What follows belongs to an exercise in optimizing a design on an open flow for small area; a production flow would make more cautious choices. At most, simulation tests tie the RTL to the original design; equivalence was not proved. For runs 2 and 3, only the layout was checked, not whether the RTL still works.

## flow/design.v (module list and top-level ports; edited modules follow where they fit)
// module complex_mult_pipe: 3415 lines
module complex_mult_pipe (
    input  logic        clk,
    input  logic        rst,
    input  logic        in_valid,
    output logic        in_ready,
    input  logic [15:0] a_re,
    input  logic [15:0] a_im,
    input  logic [15:0] b_re,
    input  logic [15:0] b_im,
    input  logic        conj_en,
    output logic        out_valid,
    input  logic        out_ready,
    output logic [15:0] y_re,
    output logic [15:0] y_im,
    output logic        ovf
);
  // ...
==> flow/flow/run.sh <==
#!/bin/bash
# The standard layout (standard.sh) with one step added after synthesis: flow/polopt.py
# removes inverters between full adders by choosing each full adder's polarity (a full adder
# is self-dual), which leaves the registers and the logic function unchanged.
set -uo pipefail
R=orfs/results/${FLOW_PLATFORM}/complex_mult_pipe/base
bash standard.sh synth > synth.log 2>&1 || exit 1
cp "$R/1_2_yosys.v" "$R/1_2_yosys_std.v"
if python3 flow/polopt.py "$R/1_2_yosys_std.v" "$R/1_2_yosys_pol.v" 400000 > polopt.log 2>&1; then
  cp "$R/1_2_yosys_pol.v" "$R/1_2_yosys.v"
else
  echo "polopt failed; keeping the standard netlist" >> polopt.log
fi
touch "$R/1_2_yosys.v"
bash standard.sh finish > layout.log 2>&1 || exit 1
==> flow/flow/polopt.py <==
#!/usr/bin/env python3
"""Removes inverters between full adders in a Yosys gate netlist (sky130hd).

A full adder is self-dual: FA(~a, ~b, ~c) = (~sum, ~cout). So each fa cell may be 'flipped'
(it then takes the complement of its inputs and gives the complement of its outputs) without
changing the cell. xor2 and xnor2 cells may be swapped for each other, which complements
their output. This script dissolves the netlist's inverters, picks flips that minimise the
number of nets whose complement is still needed, and puts back one inverter for each.

usage: polopt.py IN.v OUT.v
"""
import re
import sys
import random

OUTPINS = {'X', 'Y', 'SUM', 'COUT', 'Q', 'Q_N', 'HI', 'LO'}
src = open(sys.argv[1]).read()

cell_re = re.compile(r'^(\s*)(sky130_fd_sc_hd__\w+)\s+(\S+)\s*\((.*?)\);\n', re.S | re.M)
pin_re = re.compile(r'\.(\w+)\(\s*((?:\\\S+\s)|[^()\s]+)\s*\)')

cells = []
first = None
last = None
for m in cell_re.finditer(src):
    if first is None:
        first = m.start()
    last = m.end()
    pins = [(p, n.strip()) for p, n in pin_re.findall(m.group(4))]
    cells.append({'type': m.group(2), 'name': m.group(3), 'pins': pins})
head = src[:first]
tail = src[last:]
# everything between cells must be whitespace
body = src[first:last]
assert cell_re.sub('', body).strip() == '', 'unexpected text between cells'

ports_out = set()
for m in re.finditer(r'^\s*output\s+(?:\[(\d+):(\d+)\]\s+)?(\S+);', head, re.M):
    if m.group(1):
        for i in range(int(m.group(2)), int(m.group(1)) + 1):
            ports_out.add(f'{m.group(3)}[{i}]')
    else:
        ports_out.add(m.group(3))


def is_inv(c):
    return re.fullmatch(r'sky130_fd_sc_hd__(inv|clkinv)_\d+', c['type']) is not None


def is_fa(c):
    return re.fullmatch(r'sky130_fd_sc_hd__fa_\d+', c['type']) is not None


def is_xor(c):
    return re.fullmatch(r'sky130_fd_sc_hd__x(n?)or2_\d+', c['type']) is not None


# inverters to dissolve: output not a port, input not clk
inv_of = {}  # output net -> input net
keep = []
for c in cells:
    if is_inv(c):
        d = dict(c['pins'])
        if d['Y'] not in ports_out and d['A'] != 'clk':
            inv_of[d['Y']] = d['A']
            continue
    keep.append(c)
cells = keep


def resolve(n):
    inv = 0
    seen = 0
    while n in inv_of:
        n = inv_of[n]
        inv ^= 1
        seen += 1
        assert seen < 100
    return n, inv


driver = {}
for i, c in enumerate(cells):
    for p, n in c['pins']:
        if p in OUTPINS:
            driver[n] = i
loads = {}  # net -> list of (cell index, pin index, inv)
for i, c in enumerate(cells):
    newpins = []
    for k, (p, n) in enumerate(c['pins']):
        if p in OUTPINS:
            newpins.append((p, n, 0))
        else:
            rn, inv = resolve(n)
            newpins.append((p, rn, inv))
            loads.setdefault(rn, []).append((i, k))
    c['pins'] = newpins
# port loads that referred to dissolved inverter outputs cannot exist (ports kept)

flippable = [i for i, c in enumerate(cells) if is_fa(c) or is_xor(c)]
x = [0] * len(cells)
fa_in = [is_fa(c) for c in cells]


def net_cost(n):
    d = driver.get(n)
    a = x[d] if d is not None else 0
    for (i, k) in loads.get(n, []):
        inv = cells[i]['pins'][k][2]
        req = inv ^ (x[i] if fa_in[i] else 0)
        if a ^ req:
            return 1
    return 0


def nets_of(i):
    c = cells[i]
    ns = set()
    for p, n, inv in c['pins']:
        if p in OUTPINS:
            ns.add(n)
        elif fa_in[i]:
            ns.add(n)
    return ns


allnets = set(loads) | set(driver)
before = sum(net_cost(n) for n in allnets)
orig_invs = len(inv_of)
random.seed(1)
order = flippable[:]
import math
NS = {i: nets_of(i) for i in flippable}
cur = before
best = cur
bestx = x[:]
T = 2.0
steps = int(sys.argv[3]) if len(sys.argv) > 3 else 200000
for step in range(steps):
    T = 2.0 * (1 - step / steps) + 0.01
    i = random.choice(flippable)
    ns = NS[i]
    c0 = sum(net_cost(n) for n in ns)
    x[i] ^= 1
    c1 = sum(net_cost(n) for n in ns)
    dlt = c1 - c0
    if dlt <= 0 or random.random() < math.exp(-dlt / T):
        cur += dlt
        if cur < best:
            best = cur
            bestx = x[:]
    else:
        x[i] ^= 1
x = bestx
after = sum(net_cost(n) for n in allnets)
print(f'inverters: {orig_invs} dissolved, {before} needed before flips, {after} after', file=sys.stderr)

# rewrite
out_cells = []
newwires = []
invnet = {}


def inv_net(n):
    if n not in invnet:
        w = f'polinv_{len(invnet)}'
        invnet[n] = w
        newwires.append(w)
        out_cells.append(('sky130_fd_sc_hd__inv_1', f'polinv_cell_{len(invnet)}', [('A', n), ('Y', w)]))
    return invnet[n]


for i, c in enumerate(cells):
    t = c['type']
    pins = []
    for p, n, inv in c['pins']:
        if p in OUTPINS:
            if is_xor(c) and x[i]:
                p = 'Y' if p == 'X' else 'X'
            pins.append((p, n))
        else:
            d = driver.get(n)
            a = x[d] if d is not None else 0
            req = inv ^ (x[i] if fa_in[i] else 0)
            pins.append((p, inv_net(n) if a ^ req else n))
    if is_xor(c) and x[i]:
        t = t.replace('xnor2', 'XOR2T').replace('xor2', 'xnor2').replace('XOR2T', 'xor2')
    out_cells.append((t, c['name'], pins))

# nets of flipped drivers carry the complement now: rename them so names never lie
ren = {}
for i, c in enumerate(cells):
    if x[i]:
        for p, n, inv in c['pins']:
            if p in OUTPINS:
                assert n not in ports_out
                ren[n] = n + '_pn'


def fix(n):
    n = ren.get(n, n)
    return n + ' ' if n.startswith('\\') else n


lines = []
for t, name, pins in out_cells:
    ps = ',\n'.join(f'    .{p}({fix(n)})' for p, n in pins)
    lines.append(f'  {t} {name} (\n{ps}\n  );\n')
# declare new wires; renamed wires need declarations too
decl = ''.join(f'  wire {fix(w)};\n' for w in newwires) + ''.join(f'  wire {fix(w)};\n' for w in ren.values())
m = re.search(r'\n(\s*)(sky130_fd_sc_hd__)', src)
open(sys.argv[2], 'w').write(head + decl + ''.join(lines) + tail)
==> flow/standard.sh <==
#!/bin/bash
# synth_recipe.tcl (not shown) runs the flow's synth.tcl, then flattens the netlist and writes it again
# the make line also repeats each setting of config.mk as NAME=value (left out here)
make -C /OpenROAD-flow-scripts/flow DESIGN_CONFIG=/design/flow/config.mk WORK_HOME=/design/flow/orfs CLKGATE_MAP_FILE= SYNTH_SCRIPT=/design/flow/synth_recipe.tcl "${@:-finish}"
==> flow/config.mk <==
export PLATFORM = sky130hd
export DESIGN_NAME = complex_mult_pipe
export DESIGN_NICKNAME = complex_mult_pipe
export VERILOG_FILES = /design/flow/design.v
export SDC_FILE = /design/flow/constraint.sdc
export NUM_CORES = 4
export LEC_CHECK = 0
export ABC_AREA = 1
export CAP_MARGIN = 20
export CORE_MARGIN = 2
export CORE_UTILIZATION = 40
export GPL_TIMING_DRIVEN = 0
export SLEW_MARGIN = 20
==> flow/constraint.sdc <==
create_clock -name core_clock -period 8.0 [get_ports {clk}]
set_input_delay 1.6000 -clock core_clock [delete_from_list [all_inputs] [get_ports {clk}]]
set_output_delay 1.6000 -clock core_clock [all_outputs]
set_load 0.01 [all_outputs]
==> impl_metrics.py, run 1 <==
metrics = {
    "outcome": {
        "status": "finished with violations",
        "so.violations": "negative setup slack",
    },
    "final_layout": {
        "seq_cell_count": 105,
        "area_dominant_class": "multi-input gates",
        "drive_gt1_frac": 0.1507,
        "area_share_clock_buf_inv": 0.009191,
        "fillers": 6573,
        "fin_util": 0.4733,
    },
    "detailed_routing": {
        "wl_met3_um": 24030,
        "wl_met2_um": 58880,
        "routed_wl_um": 157100,
    },
    "global_route": {
        "grt_util_met2": 0.5823,
    },
    "sta": {
        "setup_viol": 1,
        "slew-limit-headroom": 0.1026,
        "fin_hold_ws_ps": 425.5,
        "fin_ws_ps": -16.69,
        "fmax_mhz": 124.7,
    },
    "flow_run": {
        "cap_violations": 0,
    },
    "setup_path": {
        "worstPathRequired_ps": 8150,
        "critical_path_cell_count": 23,
    },
    "logic_synthesis": {
        "syn_area_per_cell_um2": 9.175,
    },
    "die": {
        "die_w_um": 262.4,
        "coreArea_um2": 65860,
        "tap_cells": 864,
    },
    "min_path": {
        "holdPathEnd": "yi3_q[10]",
    },
    "clock_network": {
        "clk_latency_ps": 400,
        "cts.path.max_buffers": 2,
        "cts_resized": 363,
    },
}
==> run 2: changes to the inputs <==
--- a/flow/design.v
+++ b/flow/design.v
@@ -169,16 +169,17 @@
     logic ii_two0;
     logic ii_two1;
     logic ii_two2;
     logic ii_two3;
     logic ii_two4;
     logic ii_two5;
     logic ii_two6;
     logic ii_two7;
+    logic im_ovz;
     logic ir_neg0;
     logic ir_neg1;
     logic ir_neg2;
     logic ir_neg3;
     logic ir_neg4;
     logic ir_neg5;
     logic ir_neg6;
     logic ir_neg7;
@@ -329,16 +330,17 @@
     logic ir_two0;
     logic ir_two1;
     logic ir_two2;
     logic ir_two3;
     logic ir_two4;
     logic ir_two5;
     logic ir_two6;
     logic ir_two7;
+    logic re_ovz;
     logic ri_neg0;
     logic ri_neg1;
     logic ri_neg2;
     logic ri_neg3;
     logic ri_neg4;
     logic ri_neg5;
     logic ri_neg6;
     logic ri_neg7;
@@ -2842,16 +2844,17 @@
     assign trec512 = (tres449 & trec390) | (tres449 & trec448) | (trec390 & trec448);
     assign tres513 = trec394 ^ trec450 ^ tres451;
     assign trec514 = (trec394 & trec450) | (trec394 & tres451) | (trec450 & tres451);
     assign tres515 = ii_pp7_16 ^ tres453 ^ trec452;
     assign trec516 = (ii_pp7_16 & tres453) | (ii_pp7_16 & trec452) | (tres453 & trec452);
     assign re_ra = {1'b1, trec516, trec514, trec512, trec510, trec508, trec506, trec504, trec502, trec500, trec498, trec496, trec494, trec492, trec490, trec488, trec486, trec484, trec482, trec480, trec478, trec476, trec474, trec472, trec470, trec468, trec466, trec464, trec462, trec460, trec458, trec456, tres455};
     assign re_rb = {1'b0, trec454, tres515, tres513, tres511, tres509, tres507, tres505, tres503, tres501, tres499, tres497, tres495, tres493, tres491, tres489, tres487, tres485, tres483, tres481, tres479, tres477, tres475, tres473, tres471, tres469, tres467, tres465, tres463, tres461, tres459, tres457, ii_pp0_0};
     assign re_sum = re_ra + re_rb;
+    assign re_ovz = |re_sum[32:24];
     assign tims517 = ri_neg5 ^ ir_neg5;
     assign timc518 = ri_neg5 & ir_neg5;
     assign tims519 = ri_neg6 ^ ir_neg6 ^ ri_pp0_12;
     assign timc520 = (ri_neg6 & ir_neg6) | (ri_neg6 & ri_pp0_12) | (ir_neg6 & ri_pp0_12);
     assign tims521 = ri_pp1_10 ^ ri_pp2_8;
     assign timc522 = ri_pp1_10 & ri_pp2_8;
     assign tims523 = ri_pp0_13 ^ ri_pp1_11 ^ ri_pp2_9;
     assign timc524 = (ri_pp0_13 & ri_pp1_11) | (ri_pp0_13 & ri_pp2_9) | (ri_pp1_11 & ri_pp2_9);
@@ -3361,19 +3364,20 @@
     assign timc1028 = (tims965 & timc906) | (tims965 & timc964) | (timc906 & timc964);
     assign tims1029 = timc910 ^ timc966 ^ tims967;
     assign timc1030 = (timc910 & timc966) | (timc910 & tims967) | (timc966 & tims967);
     assign tims1031 = ir_pp7_16 ^ tims969 ^ timc968;
     assign timc1032 = (ir_pp7_16 & tims969) | (ir_pp7_16 & timc968) | (tims969 & timc968);
     assign im_ra = {1'b1, timc1032, timc1030, timc1028, timc1026, timc1024, timc1022, timc1020, timc1018, timc1016, timc1014, timc1012, timc1010, timc1008, timc1006, timc1004, timc1002, timc1000, timc998, timc996, timc994, timc992, timc990, timc988, timc986, timc984, timc982, timc980, timc978, timc976, timc974, timc972, tims971};
     assign im_rb = {1'b0, timc970, tims1031, tims1029, tims1027, tims1025, tims1023, tims1021, tims1019, tims1017, tims1015, tims1013, tims1011, tims1009, tims1007, tims1005, tims1003, tims1001, tims999, tims997, tims995, tims993, tims991, tims989, tims987, tims985, tims983, tims981, tims979, tims977, tims975, tims973, ir_pp0_0};
     assign im_sum = im_ra + im_rb;
+    assign im_ovz = |im_sum[32:24];
     logic       re_ov, im_ov;
-    assign re_ov = |re_sum[32:24];
-    assign im_ov = |im_sum[32:24];
+    assign re_ov = re_ovz;
+    assign im_ov = im_ovz;
     logic        adv;
     logic        v1_q, v2_q, v3_q, o2_q, ovf_q;
     logic        rov1_q, rsg1_q, iov1_q, isg1_q;
     logic [15:0] yr1_q, yi1_q, yr2_q, yi2_q, yr3_q, yi3_q;
     logic [15:0] yr1_sat, yi1_sat;
     assign adv = ~(v3_q & ~out_ready);
     assign yr1_sat = rov1_q ? {rsg1_q, {15{~rsg1_q}}} : yr1_q;
     assign yi1_sat = iov1_q ? {isg1_q, {15{~isg1_q}}} : yi1_q;
==> flow/flow/run.sh (replaced) <==
#!/bin/bash
# The standard layout (standard.sh) with these changes:
# - after synthesis, flow/polopt.py removes inverters between full adders by choosing each
#   full adder's polarity (a full adder is self-dual); registers and logic are unchanged;
# - ports are buffered with sky130_fd_sc_hd__buf_1 instead of the default delay cell;
# - clock tree synthesis uses smaller clock buffers and no dummy loads.
set -uo pipefail
R=orfs/results/${FLOW_PLATFORM}/complex_mult_pipe/base
bash standard.sh synth > synth.log 2>&1 || exit 1
cp "$R/1_2_yosys.v" "$R/1_2_yosys_std.v"
if python3 flow/polopt.py "$R/1_2_yosys_std.v" "$R/1_2_yosys_pol.v" 400000 > polopt.log 2>&1; then
  cp "$R/1_2_yosys_pol.v" "$R/1_2_yosys.v"
else
  echo "polopt failed; keeping the standard netlist" >> polopt.log
fi
touch "$R/1_2_yosys.v"
bash standard.sh finish \
  "BUFFER_PORTS_ARGS=-buffer_cell sky130_fd_sc_hd__buf_1" \
  "CTS_ARGS=-sink_clustering_enable -repair_clock_nets -dont_use_dummy_load -buf_list {sky130_fd_sc_hd__clkbuf_4 sky130_fd_sc_hd__clkbuf_8}" \
  > layout.log 2>&1 || exit 1
==> flow/config.mk (replaced) <==
export PLATFORM = sky130hd
export DESIGN_NAME = complex_mult_pipe
export DESIGN_NICKNAME = complex_mult_pipe
export VERILOG_FILES = /design/flow/design.v
export SDC_FILE = /design/flow/constraint.sdc
export NUM_CORES = 4
export LEC_CHECK = 0
export ABC_AREA = 1
export CAP_MARGIN = 20
export CORE_MARGIN = 2
export CORE_UTILIZATION = 45
export SLEW_MARGIN = 20
==> run 2 against run 1 <==
  * Now clean on timing, DRC and antenna
  * Critical path type unchanged
  * Largest cell class unchanged
  * Register-to-register slack got worse by 160 ps
  * Highest routed layer is now met4
  * Clock skew rose by 16 ps
  * Synthesized cell count did not move
  * Sequential cell count did not move
  * Hold slack got worse by 24 ps
==> impl_metrics.py, run 2 <==
metrics = {
    "setup_path": {
        "critical_path_buf_inv_count": 4,
        "crit_fanout": 9,
        "r2r_end": "yi1_q[6]",
        "cp_common_cell": "fa_1",
        "path_cells": "buf_1 > buf_4 > nor2_1 > inv_1 > nand2_1 > o22ai_1 > xor2_1 > fa_1 > fa_1 > fa_1 > fa_1 > fa_1 > fa_1 > ha_1 > a21oi_1 > o21ai_0 > a21oi_1 > nand2_1 > buf_4 > xor2_1",
        "crit_family": "adder cells",
        "cp.arrival_ps": 7930,
        "cpMaxStageDelayCell": "fa_1",
        "worst_setup_path_end_kind": "register",
        "slowest_delay_ps": 570,
        "r2r_start": "v3_q",
        "worstPathRequired_ps": 8170,
        "start_kind": "input port",
        "critical_path_cell_count": 20,
        "rrSetupSlack_ps": 5560,
        "crit_type": "input port to register",
        "rr_worst_depth": 3,
    },
    "final_layout": {
        "fillers": 5579,
        "final_common_cell": "o22ai_1",
        "drive_gt1_frac": 0.1144,
        "fin_nets": 3719,
        "fin_util": 0.5076,
        "final_cell_mix": "481 x o22ai_1, 454 x fa_1, 312 x nand2_1",
        "synthToLayoutAreaGrowth_pct": 11.79,
    },
    "clock_network": {
        "cts_buffers": 9,
        "postCtsSetupBuffers": 0,
        "path_clk_slew_ps": 120,
        "clockRootBuffer": "clkbuf_8",
        "cts_hold_buf": 0,
        "ctsHtreeMaxLevel": 3,
        "cts.path.max_buffers": 2,
        "clock-sinks": 105,
        "clk_latency_ps": 420,
        "cts_resized": 0,
        "cts_tree": "done",
    },
    "logic_synthesis": {
        "syn_nets": 3551,
        "yosysWarningCount": 1,
        "synthCells": 2910,
        "syn_area_per_cell_um2": 9.175,
        "netlist_area_um2": 26700,
    },
    "sta": {
        "rsz0062_at_grt": "no",
        "min_period_ps": 7766,
        "setup_viol": 0,
        "fmax_mhz": 128.8,
        "finalMaxSlewViolations": 0,
        "fin_crit_sh": 0.9708,
        "tightest_slew_ps": 926.2,
        "final-hold-violation-count": 0,
        "slew-limit-headroom": 0.3826,
        "clock_skew_ps": 32.21,
    },
    "global_route": {
        "grt_start_max_net_pins": 60,
        "grt_pass1_wl_um": 153500,
        "antenna_found_initial": 2,
        "grt_overflow": 0,
        "grt_use_total": 0.3413,
        "grt_pass1_vias": 23960,
    },
    "die": {
        "boundaryPins": 104,
        "num_rows": 89,
        "die-area_um2": 61290,
        "die_h_um": 247.6,
        "die_w_um": 247.6,
        "start_util": 0.4541,
        "coreArea_um2": 58800,
    },
    "detailed_routing": {
        "routed-via-count": 24220,
        "first_pass_iters": 6,
        "drc": 0,
        "routed_wl_um": 103500,
        "drtAntennaViolNets": 0,
        "wl_met2_um": 41680,
        "top_layer": "met4",
        "wl_per_cell_um": 26.88,
        "wl_met3_um": 13260,
        "drt-met1-wl_um": 44340,
        "drtIter0Drc": 3229,
        "detail_route.vias_per_cell": 6.290,
    },
    "flow_run": {
        "cap_violations": 0,
    },
    "min_path": {
        "hold_depth": 0,
        "hold_class": "register to register",
        "holdPathEnd": "yr3_q[0]",
        "min_from": "yr2_q[0]",
    },
    "place": {
        "numPortBuffers": 103,
        "gp_congestion": 1.018,
        "hpwlAfterDp_um": 81170,
    },
    "outcome": {
        "status": "timing/DRC/antenna clean",
    },
}
==> run 2: layout make-up <==
cell class	instances	area, µm²	share of cell area
Clock buffer	9	123.9	0.004150
Sequential cell	105	3133	0.1050
Multi-Input combinational cell	2373	21980	0.7366
Antenna cell	2	5.005	0.0001677
Tap cell	773	967.2	0.03241
Inverter	185	694.4	0.02327
Timing Repair Buffer	404	2938	0.09844
==> run 2: worst max path at each step <==
stage / start / end / slack, ps
floorplan: conj_en / iov1_q / 630
global placement: b_re[3] / rov1_q / -400
detailed placement: b_re[3] / rov1_q / -370
CTS: b_re[3] / rov1_q / 50
global route: b_re[3] / rov1_q / 20
finish: b_re[3] / yr1_q[8] / 230
==> run 2: per-layer routing <==
| layer | vias to the layer above | GRT usage |
|---|---|---|
| li1 | 10210 | - |
| met1 | 12060 | 0.5191 |
| met2 | 1686 | 0.4703 |
| met3 | 264 | 0.07840 |
| met4 | 0 | 0.1206 |
| met5 | - | 0 |
==> run 2: worst reg2reg max path: stages (launching register included) <==
cell and delay [ps]:
dfrtp_1 430, nand2_4 240, buf_4 510, buf_4 760
==> run 2: through the flow <==
| step | std cells | area (µm²) | TNS (ps) | hold slack [ps] | worst slack [ps] |
|---|---|---|---|---|---|
| after floorplan | 2910 | 26700 | 0 | 400.3 | 634.8 |
| after global placement | 3840 | 29700 | -1004 | 400.5 | -404.8 |
| after detailed placement | 3840 | 29700 | -878.4 | 404.5 | -366.0 |
| after CTS | 3849 | 29820 | 0 | 395.7 | 54.98 |
| after global routing | 3851 | 29840 | 0 | 397.6 | 20.74 |
| final | 3851 | 29840 | 0 | 401.0 | 233.8 |
==> run 3: changes to the inputs <==
--- a/flow/flow/run.sh
+++ b/flow/flow/run.sh
@@ -14,6 +14,9 @@
   echo "polopt failed; keeping the standard netlist" >> polopt.log
 fi
 touch "$R/1_2_yosys.v"
+# From placement on, repair may use only small buffers (buf_1, buf_2): the nets it buffers here
+# are short high-fanout nets, for which buf_4 and up mostly waste area.
+echo 'export DONT_USE_CELLS += sky130_fd_sc_hd__buf_4 sky130_fd_sc_hd__buf_6 sky130_fd_sc_hd__buf_8 sky130_fd_sc_hd__buf_12 sky130_fd_sc_hd__buf_16 sky130_fd_sc_hd__bufbuf_8 sky130_fd_sc_hd__bufbuf_16' >> config.mk
 bash standard.sh finish \
   "BUFFER_PORTS_ARGS=-buffer_cell sky130_fd_sc_hd__buf_1" \
   "CTS_ARGS=-sink_clustering_enable -repair_clock_nets -dont_use_dummy_load -buf_list {sky130_fd_sc_hd__clkbuf_4 sky130_fd_sc_hd__clkbuf_8}" \
--- a/flow/config.mk
+++ b/flow/config.mk
@@ -10,3 +10,4 @@
 export CORE_MARGIN = 2
 export CORE_UTILIZATION = 45
 export SLEW_MARGIN = 20
+export DONT_USE_CELLS += sky130_fd_sc_hd__buf_4 sky130_fd_sc_hd__buf_6 sky130_fd_sc_hd__buf_8 sky130_fd_sc_hd__buf_12 sky130_fd_sc_hd__buf_16 sky130_fd_sc_hd__bufbuf_8 sky130_fd_sc_hd__bufbuf_16
==> run 3 against run 2 <==
  * Still clean
  * Final cell count is 3.3% higher
  * Worst setup slack worse by 89 ps
  * Critical path type unchanged
==> impl_metrics.py, run 3 <==
metrics = {
    "detailed_routing": {
        "drtIter0Drc": 3466,
        "drtAntennaViolNets": 0,
        "wl_per_cell_um": 25.69,
        "routed_wl_um": 102200,
        "drc": 0,
        "detail_route.vias_per_cell": 6.201,
        "first_pass_iters": 8,
        "routed-via-count": 24680,
    },
    "sta": {
        "clock_skew_ps": 35.76,
        "fin_crit_sh": 0.9819,
        "fmax_mhz": 127.3,
        "fin_hold_ws_ps": 403.1,
        "slew-limit-headroom": 0.3428,
        "rsz0062_at_grt": "no",
        "finalMaxSlewViolations": 0,
        "final-hold-violation-count": 0,
        "fin_ws_ps": 144.4,
        "setup_viol": 0,
        "tightest_slew_ps": 985.8,
        "min_period_ps": 7856,
    },
    "setup_path": {
        "r2r_end": "yi3_q[12]",
        "start_kind": "input port",
        "r2r_start": "v3_q",
        "cp.arrival_ps": 8020,
        "rrSetupSlack_ps": 5760,
        "cp_common_cell": "fa_1",
        "worst_setup_path_end_kind": "register",
        "cp-startpoint": "b_im[7]",
        "crit_type": "input port to register",
        "crit_fanout": 17,
        "rr_worst_depth": 3,
        "worstPathRequired_ps": 8160,
        "cpMaxStageDelayCell": "fa_1",
        "slowest_delay_ps": 580,
    },
    "die": {
        "coreArea_um2": 58800,
        "boundaryPins": 104,
        "start_util": 0.4541,
        "die_w_um": 247.6,
        "num_rows": 89,
        "die-area_um2": 61290,
        "die_h_um": 247.6,
    },
    "outcome": {
        "status": "timing/DRC/antenna clean",
    },
    "global_route": {
        "antenna_found_initial": 7,
        "grt_overflow": 0,
        "grt_pass1_vias": 24150,
        "grt_pass1_wl_um": 152200,
        "grt_start_max_net_pins": 36,
        "grt_use_total": 0.3366,
    },
    "final_layout": {
        "fin_nets": 3843,
        "final_common_cell": "o22ai_1",
        "final_cell_mix": "481 x o22ai_1, 454 x fa_1, 311 x nand2_1",
        "synthToLayoutAreaGrowth_pct": 9.565,
        "fillers": 5760,
        "drive_gt1_frac": 0.08781,
        "finalInstanceArea_um2": 29250,
    },
    "clock_network": {
        "ctsHtreeMaxLevel": 3,
        "cts.path.max_buffers": 2,
        "cts_hold_buf": 0,
        "clk_latency_ps": 410,
        "clock-sinks": 105,
        "cts_tree": "done",
        "cts_buffers": 9,
        "postCtsSetupBuffers": 0,
        "path_clk_slew_ps": 100,
        "clockRootBuffer": "clkbuf_8",
    },
    "min_path": {
        "holdPathEnd": "yr3_q[13]",
        "hold_depth": 0,
        "hold_class": "register to register",
        "min_from": "yr2_q[13]",
    },
    "logic_synthesis": {
        "synthCells": 2910,
        "syn_area_per_cell_um2": 9.175,
        "syn_nets": 3551,
        "yosysWarningCount": 1,
        "netlist_area_um2": 26700,
    },
    "place": {
        "placed_area_um2": 29030,
        "numPortBuffers": 103,
        "hpwlAfterDp_um": 84180,
        "pre_cts_ws_ps": -204.0,
        "gp_congestion": 1.013,
    },
    "flow_run": {
        "cap_violations": 0,
    },
}
==> run 3: metrics by stage <==
stage | util | TNS, ps | instances
global route | 0.4975 | 0 | 3979
detailed placement | 0.4938 | -284.2 | 3964
CTS | 0.4959 | 0 | 3973
floorplan | - | 0 | 2910
finish | 0.4975 | 0 | 3980
global placement | 0.4938 | -308.0 | 3964
==> run 3: how the worst max path moves through the flow <==
stage          endpoint  slack (ps)  cells after the start
2_1_floorplan    iov1_q         630                     22
3_3_place_gp     rov1_q        -280                     26
3_5_place_dp     rov1_q        -200                     26
4_1_cts          rov1_q         240                     26
5_1_grt          iov1_q           4                     23
6_report         rov1_q         140                     25
==> run 3: final cells by class <==
cell class              instances  area (µm²)  area share
inverters                     185       694.4     0.02374
well taps                     773       967.2     0.03306
diodes                          7       17.52   0.0005988
multi-input cells            2373       22040      0.7534
clock buffers                   9       123.9    0.004235
flip-flops and latches        105        3133      0.1071
repair buffers                528        2277     0.07785
==> run 3: worst max-delay path: cells and delay by family <==
kind                     cells  cell delay (ps)
buffers and inverters        5              940
AO/OA/AOI/OAI                3              800
XOR/XNOR                     1              190
adder cells (fa/ha/maj)      6             2850
AND/OR/NAND/NOR             10             1630
==> run 3: repair_timing <==
item                                    CTS  global route
endpoints found under the hold margin     0             0
endpoints found under the setup margin    0             2
resized for setup                         0            16
==> run 3: routing by layer <==
layer,global-route usage,share of wire,wire (µm),up-vias
li1,-,-,-,10490
met1,0.5033,0.42,43300,12240
met2,0.4670,0.41,41790,1705
met3,0.08478,0.13,13200,248
met4,0.1208,0.038,3936,2
met5,0,0.00011,11,-

[static timing again, ports no longer ideal]
No port has a modelled driver above. Below, the same layouts with a new extraction and two added sets of constraints.
Step 1: set_driving_cell puts a clkbuf_16 on clk and a buf_2 on each other input, an assumption about the parent block.
Step 2 times the ports against the registers' clock, not the clock port: input delays grow and output delays shrink by t, the midpoint of the rising clock arrivals with the driver on.
a / b / c = ideal ports / drivers / drivers and shift; a / b = the first two.
run | t (ns) | slack for setup (ns) | worst setup path after step 2 | latest minus earliest clock arrival (ns) | worst data-port slew with drivers (ns)
run 1 | 0.441 | -0.017 / 0.014 / -0.427 | input to register | 0.016 / 0.016 | 0.05
run 2 | 0.454 | 0.234 / 0.264 / -0.189 | input to register | 0.033 / 0.033 | 0.10
run 3 | 0.449 | 0.144 / 0.137 / -0.311 | input to register | 0.036 / 0.035 | 0.15
With both steps, setup timing fails in run 2 and run 3, where it was met with ideal ports. The setup slack of run 3, which loses most, moves by -0.007 ns with the drivers and by -0.455 ns with both steps.
